Context: an optimization exercise on an open-source flow, tuned for small area, a short achievable clock period and few clock cycles per item. The choices shown serve that exercise and are no tape-out recipe.
RTL that was checked went through simulation tests only; none was proved equivalent to the original.

==> module root_serializer, before the edit <==
module root_serializer #(
    parameter int LANES = 16,
    parameter int DEPTH = 4
) (
    input  logic                 clk_i,
    input  logic                 rst_ni,
    input  logic                 sv_i,
    input  logic [10*LANES-1:0]  sum_i,
    input  logic [9-$clog2(LANES):0] batch_i,  
    input  logic                 first_i,      
    input  logic                 last_i,       
    input  logic                 root_ack_i,
    output logic                 room_o,       
    output logic                 root_req_o,
    output logic [9:0]           root_pos_o,
    output logic                 done_o,
    output logic [3:0]           root_count_o
);
    localparam int LW = $clog2(LANES);
    localparam int HW = 10 - LW;
    localparam int DW = $clog2(DEPTH);
    logic [LANES-1:0] zero;
    logic [LANES-1:0] hits;
    logic             push;
    for (genvar m = 0; m < LANES; m++) begin : g_zero
        assign zero[m] = (sum_i[10*m +: 10] == '0);
    end
    assign hits = zero & ~({LANES{first_i}} & {{(LANES/2){1'b0}}, {(LANES/2){1'b1}}})
                       & ~({LANES{last_i}}  & {{(LANES/2){1'b1}}, {(LANES/2){1'b0}}});
    assign push = sv_i && ((hits != '0) || last_i);
    logic [LANES-1:0] qhit_q  [0:DEPTH-1];
    logic [HW-1:0]    qhb_q   [0:DEPTH-1];
    logic             qlast_q [0:DEPTH-1];
    logic             qempty_q [0:DEPTH-1];
    logic [DW-1:0]    wp_q;
    logic [DW-1:0]    rp_q;
    logic [DW:0]      cnt_q;
    logic [LANES-1:0] h;
    logic [HW-1:0]    hb;
    logic             hvalid;
    logic             hempty;
    logic [LANES-1:0] low;
    logic [LW-1:0]    sel;
    logic             pop;
    logic             take;
    logic             launch;
    logic             req_q;
    logic [9:0]       pos_q;
    logic [9:0]       pos_next;
    logic [3:0]       rc_q;
    assign hvalid = (cnt_q != '0);
    assign h      = qhit_q[rp_q];
    assign hb     = qhb_q[rp_q];
    assign hempty = qempty_q[rp_q];
    assign room_o = (cnt_q < (DW+1)'(DEPTH - 1))
                 || ((cnt_q == (DW+1)'(DEPTH - 1)) && (!push || pop))
                 || ((cnt_q == (DW+1)'(DEPTH)) && pop && !push);
    always_comb begin
        sel = '0;
        for (int k = LANES - 1; k >= 0; k--) begin
            if (h[k]) begin
                sel = LW'(k);
            end
        end
    end
    assign low = LANES'(1) << sel;
    assign pos_next = {sel[LW-1] ? hb - 1'b1 : hb, sel[LW-1], ~sel[LW-2:0]};
    assign take   = req_q && root_ack_i;
    assign launch = hvalid && !hempty && !req_q && !root_ack_i;
    assign done_o = hvalid && hempty && qlast_q[rp_q];
    assign pop    = hvalid && hempty;
    always_ff @(posedge clk_i) begin
        for (int e = 0; e < DEPTH; e++) begin
            if (push && wp_q == DW'(e)) begin
                qhit_q[e]   <= hits;
                qhb_q[e]    <= batch_i;
                qlast_q[e]  <= last_i;
                qempty_q[e] <= (hits == '0);
            end else if (take && rp_q == DW'(e)) begin
                qhit_q[e]   <= qhit_q[e] & ~low;
                qempty_q[e] <= ((qhit_q[e] & ~low) == '0);
            end
        end
        if (launch) begin
            pos_q <= pos_next;
        end
    end
    always_ff @(posedge clk_i or negedge rst_ni) begin
        if (!rst_ni) begin
            wp_q  <= '0;
            rp_q  <= '0;
            cnt_q <= '0;
            req_q <= 1'b0;
            rc_q  <= '0;
        end else begin
            if (push) begin
                wp_q <= wp_q + 1'b1;
            end
            if (pop) begin
                rp_q <= rp_q + 1'b1;
            end
            cnt_q <= cnt_q + (DW+1)'(push) - (DW+1)'(pop);
            if (take) begin
                req_q <= 1'b0;
            end else if (launch) begin
                req_q <= 1'b1;
            end
            if (done_o) begin
                rc_q <= '0;
            end else if (take) begin
                rc_q <= rc_q + 1'b1;
            end
        end
    end
    assign root_req_o   = req_q;
    assign root_pos_o   = pos_q;
    assign root_count_o = rc_q;
endmodule
Settings: LEC_CHECK=0, CAP_MARGIN=20, CORE_MARGIN=2, CORE_UTILIZATION=25, SETUP_SLACK_MARGIN=1.5, SLEW_MARGIN=20; clock period 5.0 ns.
run.sh (not shown) runs the stock make flow with config.mk's settings and CLKGATE_MAP_FILE= SYNTH_SCRIPT=/design/flow/synth_recipe.tcl, a recipe that flattens the netlist after the stock synthesis.
Then changed:
--- a/flow/design.v
+++ b/flow/design.v
@@ -2673,11 +2673,11 @@
     for (genvar m = 0; m < LANES; m++) begin : g_zero
         assign zero[m] = (sum_i[10*m +: 10] == '0);
     end
     assign hits = zero & ~({LANES{first_i}} & {{(LANES/2){1'b0}}, {(LANES/2){1'b1}}})
                        & ~({LANES{last_i}}  & {{(LANES/2){1'b1}}, {(LANES/2){1'b0}}});
-    assign push = sv_i && ((hits != '0) || last_i);
+    assign push = sv_i && ((zero != '0) || last_i);
     logic [LANES-1:0] qhit_q  [0:DEPTH-1];
     logic [HW-1:0]    qhb_q   [0:DEPTH-1];
     logic             qlast_q [0:DEPTH-1];
     logic             qempty_q [0:DEPTH-1];
     logic [DW-1:0]    wp_q;
What happened: The changed run finished clean; clock skew goes up by 19 ps; design area came out lower by 1.7%; core utilization went down by 0.68 points; worst setup slack is worse by 63 ps; critical path depth drops by 1; die area climbs by 0.71%; area after synthesis is higher by about 0.7%; wire length is about the same; clock-buffer cell count is unchanged; worst hold slack improved by 230 ps.
No run of this note included a check of the RTL's function; only the layout flow was run.

---

Setup of old:
chien_search, a different RTL version from the one above (not shown whole).
Size in the first run: ~3300 cells after synthesis, ~260 flip-flops, about 140 I/O pins.
Settings: LEC_CHECK=0, CAP_MARGIN=20, CORE_MARGIN=2, CORE_UTILIZATION=25, SETUP_SLACK_MARGIN=1.5, SLEW_MARGIN=20; clock period 5.0 ns.
Testbench counts of old, summed over its fixed seeds: cycles 7,400, items 256.
Input-level comparison between new and old:
diff --git a/flow/design.v b/flow/design.v
--- a/flow/design.v
+++ b/flow/design.v
@@ -2513,17 +2513,15 @@
     input  logic                 zv_i,
     input  logic [LANES-1:0]     zero_i,
     input  logic [9-$clog2(LANES):0] batch_i,  
     input  logic                 first_i,      
     input  logic                 last_i,       
     input  logic                 end_i,        
-    input  logic [1:0]           par_i,        
-    input  logic [1:0]           epar_i,       
+    input  logic                 par_i,        
+    input  logic                 epar_i,       
     input  logic [3:0]           deg_i,        
-    input  logic [3:0]           deg1_i,       
-    input  logic [3:0]           deg2_i,       
     input  logic                 dvalid_i,     
     output logic                 found_o,      
     input  logic                 root_ack_i,
     output logic                 free_o,       
     output logic                 root_req_o,
     output logic [9:0]           root_pos_o,
@@ -2553,13 +2551,13 @@
     logic          req_q;
     logic [3:0]    rc_q;
     logic [LANES-1:0] hit_q;
     logic [HW-1:0]    hb_q;
     logic             hlast_q;
     logic             mpend_q;
-    logic [1:0]       hpar_q;
+    logic             hpar_q;
     logic [3:0]       hcnt_q;
     logic [LANES-1:0] zm;
     logic [1:0]       zam;
     logic [1:0]       ham;
     logic [LANES-1:0] low;
     logic [LW-1:0]    sel;
@@ -2569,26 +2567,15 @@
     logic             pop;
     logic [10:0]      push_data;
     logic [LANES-1:0] hit_after;
     logic             after_empty;
     logic             mpend_after;
     logic             mpend_next;
-    logic             conv;
     logic             room_next;
     logic             next_empty;
-    logic       h_same;
-    logic [3:0] fcnt;
-    logic       fh;
-    logic       fz;
-    assign h_same  = (hpar_q == epar_i);
-    assign fcnt    = h_same ? hcnt_q : '0;
-    assign fh      = h_same && ham[0];
-    assign fz      = zv_i && (par_i == epar_i) && zam[0];
-    assign found_o = dvalid_i && ((!fh && !fz && fcnt == deg_i)
-                               || ((fh ^ fz) && fcnt == deg1_i)
-                               || (fh && fz && fcnt == deg2_i));
+    assign found_o = dvalid_i && (hpar_q == epar_i) && (hcnt_q == deg_i);
     assign zm  = zero_i & ~({LANES{first_i}} & {{(LANES/2){1'b0}}, {(LANES/2){1'b1}}})
                         & ~({LANES{last_i}}  & {{(LANES/2){1'b1}}, {(LANES/2){1'b0}}});
     assign zam = any_multi(zm);
     assign ham = any_multi(hit_q);
     always_comb begin
         sel = '0;
@@ -2603,25 +2590,24 @@
     assign push        = (mpend_q || ham[0]) && !full;
     assign push_data   = mpend_q ? {1'b1, 10'd0}
                        : {1'b0, sel[LW-1] ? hb_q - 1'b1 : hb_q, sel[LW-1], ~sel[LW-2:0]};
     assign hit_after   = (push && push_root) ? (hit_q & ~low) : hit_q;
     assign after_empty = !ham[0] || (push && push_root && !ham[1]);
     assign mpend_after = mpend_q && !push;
-    assign conv        = hlast_q && after_empty && !mpend_after;
-    assign mpend_next  = mpend_after || conv;
+    assign mpend_next  = mpend_after || (hlast_q && after_empty);
     assign room_next = !((cnt_q == (DW+1)'(DEPTH)) && !pop)
                     && !((cnt_q == (DW+1)'(DEPTH - 1)) && push && !pop);
     assign next_empty = zv_i ? !zam[0] : after_empty;
     assign free_o = next_empty ? (!mpend_next || room_next)
                                : (zv_i && !zam[1] && !mpend_next && room_next);
     always_ff @(posedge clk_i or negedge rst_ni) begin
         if (!rst_ni) begin
             hit_q   <= '0;
             hlast_q <= 1'b0;
             mpend_q <= 1'b0;
-            hpar_q  <= '0;
+            hpar_q  <= 1'b0;
             hcnt_q  <= '0;
         end else begin
             mpend_q <= mpend_next;
             if (zv_i && first_i) begin
                 hcnt_q <= '0;
             end else if (push && push_root) begin
@@ -2630,13 +2616,13 @@
             if (zv_i) begin
                 hit_q   <= zm;
                 hlast_q <= end_i;
                 hpar_q  <= par_i;
             end else begin
                 hit_q   <= hit_after;
-                hlast_q <= hlast_q && !conv;
+                hlast_q <= hlast_q && !after_empty;
             end
         end
     end
     always_ff @(posedge clk_i) begin
         if (zv_i) begin
             hb_q <= batch_i;
@@ -2719,20 +2705,18 @@
     logic [LANES-1:0] z_q;
     logic             zv_q;
     logic [9-LW:0]    zb_q;
     logic             zfirst_q;
     logic             zlast_q;
     logic             zend_q;
-    logic [1:0]       zpar_q;
+    logic             zpar_q;
     logic [3:0] deg_d;
     logic       dvalid_d;
     logic [3:0] deg_q;
-    logic [3:0] deg1_q;
-    logic [3:0] deg2_q;
     logic       dvalid_q;
-    logic [1:0] epar_q;
+    logic       epar_q;
     scan_ctrl u_ctrl (
         .clk_i        (clk_i),
         .rst_ni       (rst_ni),
         .start_req_i  (start_req_i),
         .free_i       (free),
         .last_batch_i (end_batch),
@@ -2776,22 +2760,18 @@
             end
         end
     end
     always_ff @(posedge clk_i or negedge rst_ni) begin
         if (!rst_ni) begin
             deg_q    <= '0;
-            deg1_q   <= '0;
-            deg2_q   <= '0;
             dvalid_q <= 1'b0;
-            epar_q   <= '0;
+            epar_q   <= 1'b0;
         end else if (load) begin
             deg_q    <= deg_d;
-            deg1_q   <= deg_d - 4'd1;
-            deg2_q   <= deg_d - 4'd2;
             dvalid_q <= dvalid_d;
-            epar_q   <= epar_q + 1'b1;
+            epar_q   <= !epar_q;
         end
     end
     always_ff @(posedge clk_i) begin
         z_q <= zero_vec;
         if (adv) begin
             zb_q     <= batch;
@@ -2817,14 +2797,12 @@
         .first_i      (zfirst_q),
         .last_i       (zlast_q),
         .end_i        (zend_q),
         .par_i        (zpar_q),
         .epar_i       (epar_q),
         .deg_i        (deg_q),
-        .deg1_i       (deg1_q),
-        .deg2_i       (deg2_q),
         .dvalid_i     (dvalid_q),
         .found_o      (all_found),
         .root_ack_i   (root_ack_i),
         .free_o       (free),
         .root_req_o   (root_req_o),
         .root_pos_o   (root_pos_o),
Results
Looking at old and new, the maximum clock frequency is a wash.
[compare] base=old new=new: post-route clock period utilization saw little to no change, setup slack saw little to no change, filler cell count saw a decrease, number of clock buffers in the layout saw an increase.
The RTL of new was laid out without a check of its function.

==> separate check: timing with driven ports <==
The results above use ideal ports. As a check the final layouts listed here were re-extracted and re-timed, cells and wires unchanged.
Step 1: set_driving_cell puts a clkbuf_16 on clk_i and a buf_2 on each other input, an assumption about the parent block.
Step 2 adds t to the input delays and takes it off the output delays; t is the mean of the earliest and latest rising clock arrival at the registers after step 1. Input paths then give back, and output paths get back, about the clock's delay inside the block.
a / b / c = ideal / step 1 / step 2; a / b = the first two.
| run | shift t [ns] | slack for setup (ns) | slew at the worst register clock pin (ns) | worst slew at a driven data input, ns |
|---|---|---|---|---|
| the first run of note 1 | 0.786 | 1.247 / 1.247 / 1.247 | 0.07 / 0.07 | 0.07 |
| the second run of note 1 | 0.805 | 1.183 / 1.183 / 1.183 | 0.08 / 0.08 | 0.08 |
| old | 0.702 | 1.365 / 1.365 / 0.902 | 0.07 / 0.07 | 0.06 |
| new | 0.724 | 1.368 / 1.368 / 1.179 | 0.08 / 0.08 | 0.06 |
After both steps every run listed still meets setup and hold. For old, which loses most, drivers alone change the setup slack by 0.000 ns; drivers and shift together by -0.463 ns.
